This is an optimization exercise on Yosys and OpenROAD, whose aim is small area and a short achievable clock period, not a production implementation. In this exercise RTL edits were held to simulation tests only and were not proved equivalent to the original. No activity file was given, so power comes from the tool's default toggle rates.

==> 11-01 <==
==> flow/design.v <==
package shared_mem_pkg;
  localparam logic [1:0] GNT_NONE = 2'b00;
  localparam logic [1:0] GNT1     = 2'b01;
  localparam logic [1:0] GNT2     = 2'b10;
  localparam logic [1:0] GNT3     = 2'b11;
  localparam int WAIT_MAX = 7;
  localparam int CNT_W    = 3;
  typedef enum logic [1:0] {
    S_IDLE = 2'b00,
    S_WAIT = 2'b01,
    S_ACK  = 2'b10
  } state_t;
  function automatic logic [2:0] ack_onehot(input logic [1:0] g);
    logic [2:0] a;
    a = 3'b000;
    case (g)
      GNT1:    a = 3'b001;
      GNT2:    a = 3'b010;
      GNT3:    a = 3'b100;
      default: a = 3'b000;
    endcase
    ack_onehot = a;
  endfunction
endpackage
module sp_ram #(
  parameter int DATA_W = 16
) (
  input  logic              clk,
  input  logic              wr_go,
  input  logic [7:0]        wr_hi,
  input  logic [7:0]        wr_lo,
  input  logic [DATA_W-1:0] wr_data,
  output logic [1:0]        ph,
  input  logic [63:0]       rd_grp,
  input  logic [1:0]        rd_idx,
  output logic              tap_hit,
  output logic [DATA_W-1:0] tap_word
);
  localparam int NG = 64;
  logic [DATA_W-1:0] ring [NG][4];
  logic [1:0]        rd_pos;
  logic [DATA_W-1:0] tap0, tap2;
  always_ff @(posedge clk) ph <= ph + 2'd1;
  for (genvar g = 0; g < NG; g++) begin : g_ring
    always_ff @(posedge clk) begin
      ring[g][1] <= ring[g][0];
      ring[g][2] <= ring[g][1];
      ring[g][3] <= ring[g][2];
      if (wr_go && wr_hi[g/8] && wr_lo[g%8]) ring[g][0] <= wr_data;
      else                                   ring[g][0] <= ring[g][3];
    end
  end
  assign rd_pos  = rd_idx + ph;
  assign tap_hit = !rd_pos[0];
  always_comb begin
    tap0 = '0;
    tap2 = '0;
    for (int g = 0; g < NG; g++) begin
      tap0 = tap0 | ({DATA_W{rd_grp[g]}} & ring[g][0]);
      tap2 = tap2 | ({DATA_W{rd_grp[g]}} & ring[g][2]);
    end
    tap_word = rd_pos[1] ? tap2 : tap0;
  end
endmodule
module shared_mem_ctrl #(
  parameter int ADDR_W      = 8,
  parameter int DATA_W      = 16,
  parameter int WAIT_STATES = 2
) (
  input  logic                clk,
  input  logic                reset_n,
  input  logic [1:0]          grant,
  input  logic [2:0]          cpu_we,
  input  logic [3*ADDR_W-1:0] cpu_addr,
  input  logic [3*DATA_W-1:0] cpu_wdata,
  output logic [2:0]          cpu_ack,
  output logic [DATA_W-1:0]   rdata,
  output logic [1:0]          owner,
  output logic                busy
);
  logic              st1, st2;
  logic              sel_we;
  logic [ADDR_W-1:0] sel_addr;
  logic [DATA_W-1:0] sel_wdata;
  logic              start;
  logic              we_q;
  logic [1:0]        idx_q;
  logic [7:0]        hi_q, lo_q;
  logic [63:0]       grp_q;
  logic [DATA_W-1:0] wdata_q;
  logic              fwd_q;
  logic              st_valid;
  logic [1:0]        st_idx;
  logic [7:0]        st_hi, st_lo;
  logic [DATA_W-1:0] st_data;
  logic              st_go;
  logic [1:0]        ph;
  logic              tap_hit;
  logic [DATA_W-1:0] tap_word;
  logic              mid_hit;
  logic [DATA_W-1:0] mid_word;
  always_comb begin
    sel_we    = 1'b0;
    sel_addr  = '0;
    sel_wdata = '0;
    case (grant)
      shared_mem_pkg::GNT1: begin
        sel_we    = cpu_we[0];
        sel_addr  = cpu_addr[0 +: ADDR_W];
        sel_wdata = cpu_wdata[0 +: DATA_W];
      end
      shared_mem_pkg::GNT2: begin
        sel_we    = cpu_we[1];
        sel_addr  = cpu_addr[ADDR_W +: ADDR_W];
        sel_wdata = cpu_wdata[DATA_W +: DATA_W];
      end
      shared_mem_pkg::GNT3: begin
        sel_we    = cpu_we[2];
        sel_addr  = cpu_addr[2*ADDR_W +: ADDR_W];
        sel_wdata = cpu_wdata[2*DATA_W +: DATA_W];
      end
      default: ;
    endcase
  end
  assign start = !busy && (grant != shared_mem_pkg::GNT_NONE);
  always_ff @(posedge clk) begin
    if (!busy) begin
      we_q    <= sel_we;
      idx_q   <= sel_addr[1:0];
      hi_q    <= 8'b1 << sel_addr[7:5];
      lo_q    <= 8'b1 << sel_addr[4:2];
      grp_q   <= 64'b1 << sel_addr[7:2];
      wdata_q <= sel_wdata;
      fwd_q   <= (sel_addr[1:0] == st_idx) && st_hi[sel_addr[7:5]] &&
                 st_lo[sel_addr[4:2]];
    end
  end
  always_ff @(posedge clk or negedge reset_n) begin
    if (!reset_n) begin
      busy    <= 1'b0;
      st1     <= 1'b0;
      st2     <= 1'b0;
      owner   <= shared_mem_pkg::GNT_NONE;
      cpu_ack <= 3'b000;
    end else begin
      st1     <= start;
      st2     <= st1;
      cpu_ack <= st2 ? shared_mem_pkg::ack_onehot(owner) : 3'b000;
      if (start) begin
        busy  <= 1'b1;
        owner <= grant;
      end else if (busy && !st1 && !st2) begin
        busy  <= 1'b0;
        owner <= shared_mem_pkg::GNT_NONE;
      end
    end
  end
  assign st_go = st_valid && (st_idx + ph == 2'd3);
  always_ff @(posedge clk) begin
    if (st2 && we_q) begin
      st_valid <= 1'b1;
      st_idx   <= idx_q;
      st_hi    <= hi_q;
      st_lo    <= lo_q;
      st_data  <= wdata_q;
    end else if (st_go) begin
      st_valid <= 1'b0;
    end
  end
  always_ff @(posedge clk) begin
    mid_hit  <= tap_hit;
    mid_word <= tap_word;
  end
  always_ff @(posedge clk or negedge reset_n) begin
    if (!reset_n)          rdata <= '0;
    else if (st2 && !we_q) rdata <= fwd_q   ? st_data  :
                                    mid_hit ? mid_word : tap_word;
  end
  sp_ram #(
    .DATA_W(DATA_W)
  ) u_ram (
    .clk     (clk),
    .wr_go   (st_go),
    .wr_hi   (st_hi),
    .wr_lo   (st_lo),
    .wr_data (st_data),
    .ph      (ph),
    .rd_grp  (grp_q),
    .rd_idx  (idx_q),
    .tap_hit (tap_hit),
    .tap_word(tap_word)
  );
endmodule
==> flow/run.sh <==
#!/bin/bash
# synth_recipe.tcl (not shown) runs the flow's synth.tcl, then flattens the netlist and writes it again
# the make line also repeats each setting of config.mk as NAME=value (left out here)
make -C /OpenROAD-flow-scripts/flow DESIGN_CONFIG=/design/flow/config.mk WORK_HOME=/design/flow/orfs CLKGATE_MAP_FILE= SYNTH_SCRIPT=/design/flow/synth_recipe.tcl finish
==> flow/config.mk <==
export PLATFORM = sky130hd
export DESIGN_NAME = shared_mem_ctrl
export DESIGN_NICKNAME = shared_mem_ctrl
export VERILOG_FILES = /design/flow/design.v
export SDC_FILE = /design/flow/constraint.sdc
export NUM_CORES = 4
export LEC_CHECK = 0
export CAP_MARGIN = 20
export CORE_MARGIN = 2
export CORE_UTILIZATION = 55
export SETUP_SLACK_MARGIN = 3.0
export SLEW_MARGIN = 20
==> flow/constraint.sdc <==
create_clock -name core_clock -period 6.0 [get_ports {clk}]
set_input_delay 1.2000 -clock core_clock [delete_from_list [all_inputs] [get_ports {clk}]]
set_output_delay 1.2000 -clock core_clock [all_outputs]
set_load 0.01 [all_outputs]
==> 05-18 (differences from 11-01) <==
--- a/flow/design.v
+++ b/flow/design.v
@@ -23,43 +23,45 @@
   endfunction
 endpackage
 module sp_ram #(
+  parameter int ADDR_W = 8,
   parameter int DATA_W = 16
 ) (
   input  logic              clk,
-  input  logic              wr_go,
-  input  logic [7:0]        wr_hi,
-  input  logic [7:0]        wr_lo,
-  input  logic [DATA_W-1:0] wr_data,
-  output logic [1:0]        ph,
-  input  logic [63:0]       rd_grp,
-  input  logic [1:0]        rd_idx,
+  input  logic              st_valid,
+  input  logic [ADDR_W-1:0] st_addr,
+  input  logic [DATA_W-1:0] st_data,
+  output logic              st_done,
+  input  logic [ADDR_W-1:0] rd_addr,
   output logic              tap_hit,
   output logic [DATA_W-1:0] tap_word
 );
-  localparam int NG = 64;
+  localparam int NG = 2**(ADDR_W-2);
+  localparam int GW = ADDR_W-2;
+  logic [1:0]        ph;
   logic [DATA_W-1:0] ring [NG][4];
+  logic [DATA_W-1:0] tap0, tap2;
   logic [1:0]        rd_pos;
-  logic [DATA_W-1:0] tap0, tap2;
+  logic [GW-1:0]     rd_grp;
   always_ff @(posedge clk) ph <= ph + 2'd1;
+  assign st_done = st_valid && (st_addr[1:0] + ph == 2'd3);
   for (genvar g = 0; g < NG; g++) begin : g_ring
     always_ff @(posedge clk) begin
       ring[g][1] <= ring[g][0];
       ring[g][2] <= ring[g][1];
       ring[g][3] <= ring[g][2];
-      if (wr_go && wr_hi[g/8] && wr_lo[g%8]) ring[g][0] <= wr_data;
-      else                                   ring[g][0] <= ring[g][3];
+      if (st_done && st_addr[ADDR_W-1:2] == GW'(g)) ring[g][0] <= st_data;
+      else                                          ring[g][0] <= ring[g][3];
     end
   end
-  assign rd_pos  = rd_idx + ph;
+  assign rd_grp  = rd_addr[ADDR_W-1:2];
+  assign rd_pos  = rd_addr[1:0] + ph;
+  assign tap0    = ring[rd_grp][0];
+  assign tap2    = ring[rd_grp][2];
   assign tap_hit = !rd_pos[0];
   always_comb begin
-    tap0 = '0;
-    tap2 = '0;
-    for (int g = 0; g < NG; g++) begin
-      tap0 = tap0 | ({DATA_W{rd_grp[g]}} & ring[g][0]);
-      tap2 = tap2 | ({DATA_W{rd_grp[g]}} & ring[g][2]);
-    end
-    tap_word = rd_pos[1] ? tap2 : tap0;
+    if (st_valid && st_addr == rd_addr) tap_word = st_data;
+    else if (rd_pos[1])                 tap_word = tap2;
+    else                                tap_word = tap0;
   end
 endmodule
 module shared_mem_ctrl #(
@@ -79,22 +81,17 @@
   output logic                busy
 );
   logic              st1, st2;
+  logic              we_q;
+  logic [ADDR_W-1:0] addr_q;
+  logic [DATA_W-1:0] wdata_q;
   logic              sel_we;
   logic [ADDR_W-1:0] sel_addr;
   logic [DATA_W-1:0] sel_wdata;
   logic              start;
-  logic              we_q;
-  logic [1:0]        idx_q;
-  logic [7:0]        hi_q, lo_q;
-  logic [63:0]       grp_q;
-  logic [DATA_W-1:0] wdata_q;
-  logic              fwd_q;
   logic              st_valid;
-  logic [1:0]        st_idx;
-  logic [7:0]        st_hi, st_lo;
+  logic [ADDR_W-1:0] st_addr;
   logic [DATA_W-1:0] st_data;
-  logic              st_go;
-  logic [1:0]        ph;
+  logic              st_done;
   logic              tap_hit;
   logic [DATA_W-1:0] tap_word;
   logic              mid_hit;
@@ -126,13 +123,8 @@
   always_ff @(posedge clk) begin
     if (!busy) begin
       we_q    <= sel_we;
-      idx_q   <= sel_addr[1:0];
-      hi_q    <= 8'b1 << sel_addr[7:5];
-      lo_q    <= 8'b1 << sel_addr[4:2];
-      grp_q   <= 64'b1 << sel_addr[7:2];
+      addr_q  <= sel_addr;
       wdata_q <= sel_wdata;
-      fwd_q   <= (sel_addr[1:0] == st_idx) && st_hi[sel_addr[7:5]] &&
-                 st_lo[sel_addr[4:2]];
     end
   end
   always_ff @(posedge clk or negedge reset_n) begin
@@ -155,15 +147,12 @@
       end
     end
   end
-  assign st_go = st_valid && (st_idx + ph == 2'd3);
   always_ff @(posedge clk) begin
     if (st2 && we_q) begin
       st_valid <= 1'b1;
-      st_idx   <= idx_q;
-      st_hi    <= hi_q;
-      st_lo    <= lo_q;
+      st_addr  <= addr_q;
       st_data  <= wdata_q;
-    end else if (st_go) begin
+    end else if (st_done) begin
       st_valid <= 1'b0;
     end
   end
@@ -173,20 +162,18 @@
   end
   always_ff @(posedge clk or negedge reset_n) begin
     if (!reset_n)          rdata <= '0;
-    else if (st2 && !we_q) rdata <= fwd_q   ? st_data  :
-                                    mid_hit ? mid_word : tap_word;
+    else if (st2 && !we_q) rdata <= mid_hit ? mid_word : tap_word;
   end
   sp_ram #(
+    .ADDR_W(ADDR_W),
     .DATA_W(DATA_W)
   ) u_ram (
     .clk     (clk),
-    .wr_go   (st_go),
-    .wr_hi   (st_hi),
-    .wr_lo   (st_lo),
-    .wr_data (st_data),
-    .ph      (ph),
-    .rd_grp  (grp_q),
-    .rd_idx  (idx_q),
+    .st_valid(st_valid),
+    .st_addr (st_addr),
+    .st_data (st_data),
+    .st_done (st_done),
+    .rd_addr (addr_q),
     .tap_hit (tap_hit),
     .tap_word(tap_word)
   );
- CORE_UTILIZATION: 55 -> 40
- SETUP_SLACK_MARGIN: 3.0 -> default
==> summary of the runs <==
In 11-01 the setup slack is higher than in 05-18, by 1900 ps.
Power: 05-18 is lower than 11-01 (about 26%).
Against 11-01, the area after synthesis of 05-18 is higher by about 0.9%.
Sequential power: 11-01 is higher than 05-18 (41%).
In 11-01 the via count is lower than in 05-18, by 9.8%.
In 05-18 the cell count is higher than in 11-01, by about 16%.
==> figures <==
                                                                                  11-01       05-18
Status                                                 no timing/DRC/antenna violations  no timing/DRC/antenna violations
Fraction of layout instances using a drive strength above 1                       25.7%       24.4%
Met2 Use GR                                                                       59.3%       46.9%
WL met1                                                                          166 mm      196 mm
PnR Total Power                                                                 81.8 mW     60.8 mW
Number of logic stages on the critical path including buffering                       8           9
Net switching power                                                             23.9 mW     15.7 mW
Non-clock buffer total of the final layout                                          382         404
Area of all placed cells without fillers                                     132000 um2  135000 um2
Total number of multi-input combinational cells                                    2704        3503
Effective utilization at floorplan                                                55.2%       40.2%
Dpl hpwl                                                                         240 mm      319 mm
Share of synthesized cell area in full adder, half adder and majority cells     0.0222%     0.0220%

-- what the ideal ports hide --
How much do the figures lean on ideal ports? The routed layouts below were timed once more, with nothing changed but the port constraints.
Step 1: set_driving_cell puts a clkbuf_16 on clk and a buf_2 on each other input, an assumption about the parent block.
Step 2 moves the port delays by t, midway between the first and last clock arrival at a register: inputs arrive t later, outputs are due t later. That takes back most of the time a late clock gives input paths.
a / b / c = ideal / step 1 / step 2; a / b = the first two.
run	shift t [ns]	setup slack, ns	clock arrival spread, ns	worst slew at a driven data input, ns	cell pins on the clock port's net
11-01	1.060	2.953 / 2.952 / 2.356	0.057 / 0.057	0.06	1
05-18	1.026	1.096 / 1.096 / 1.096	0.076 / 0.076	0.04	1
After both steps every run listed still meets setup and hold. The setup slack of 11-01, which loses most, moves by -0.001 ns with the drivers and by -0.597 ns with both steps.
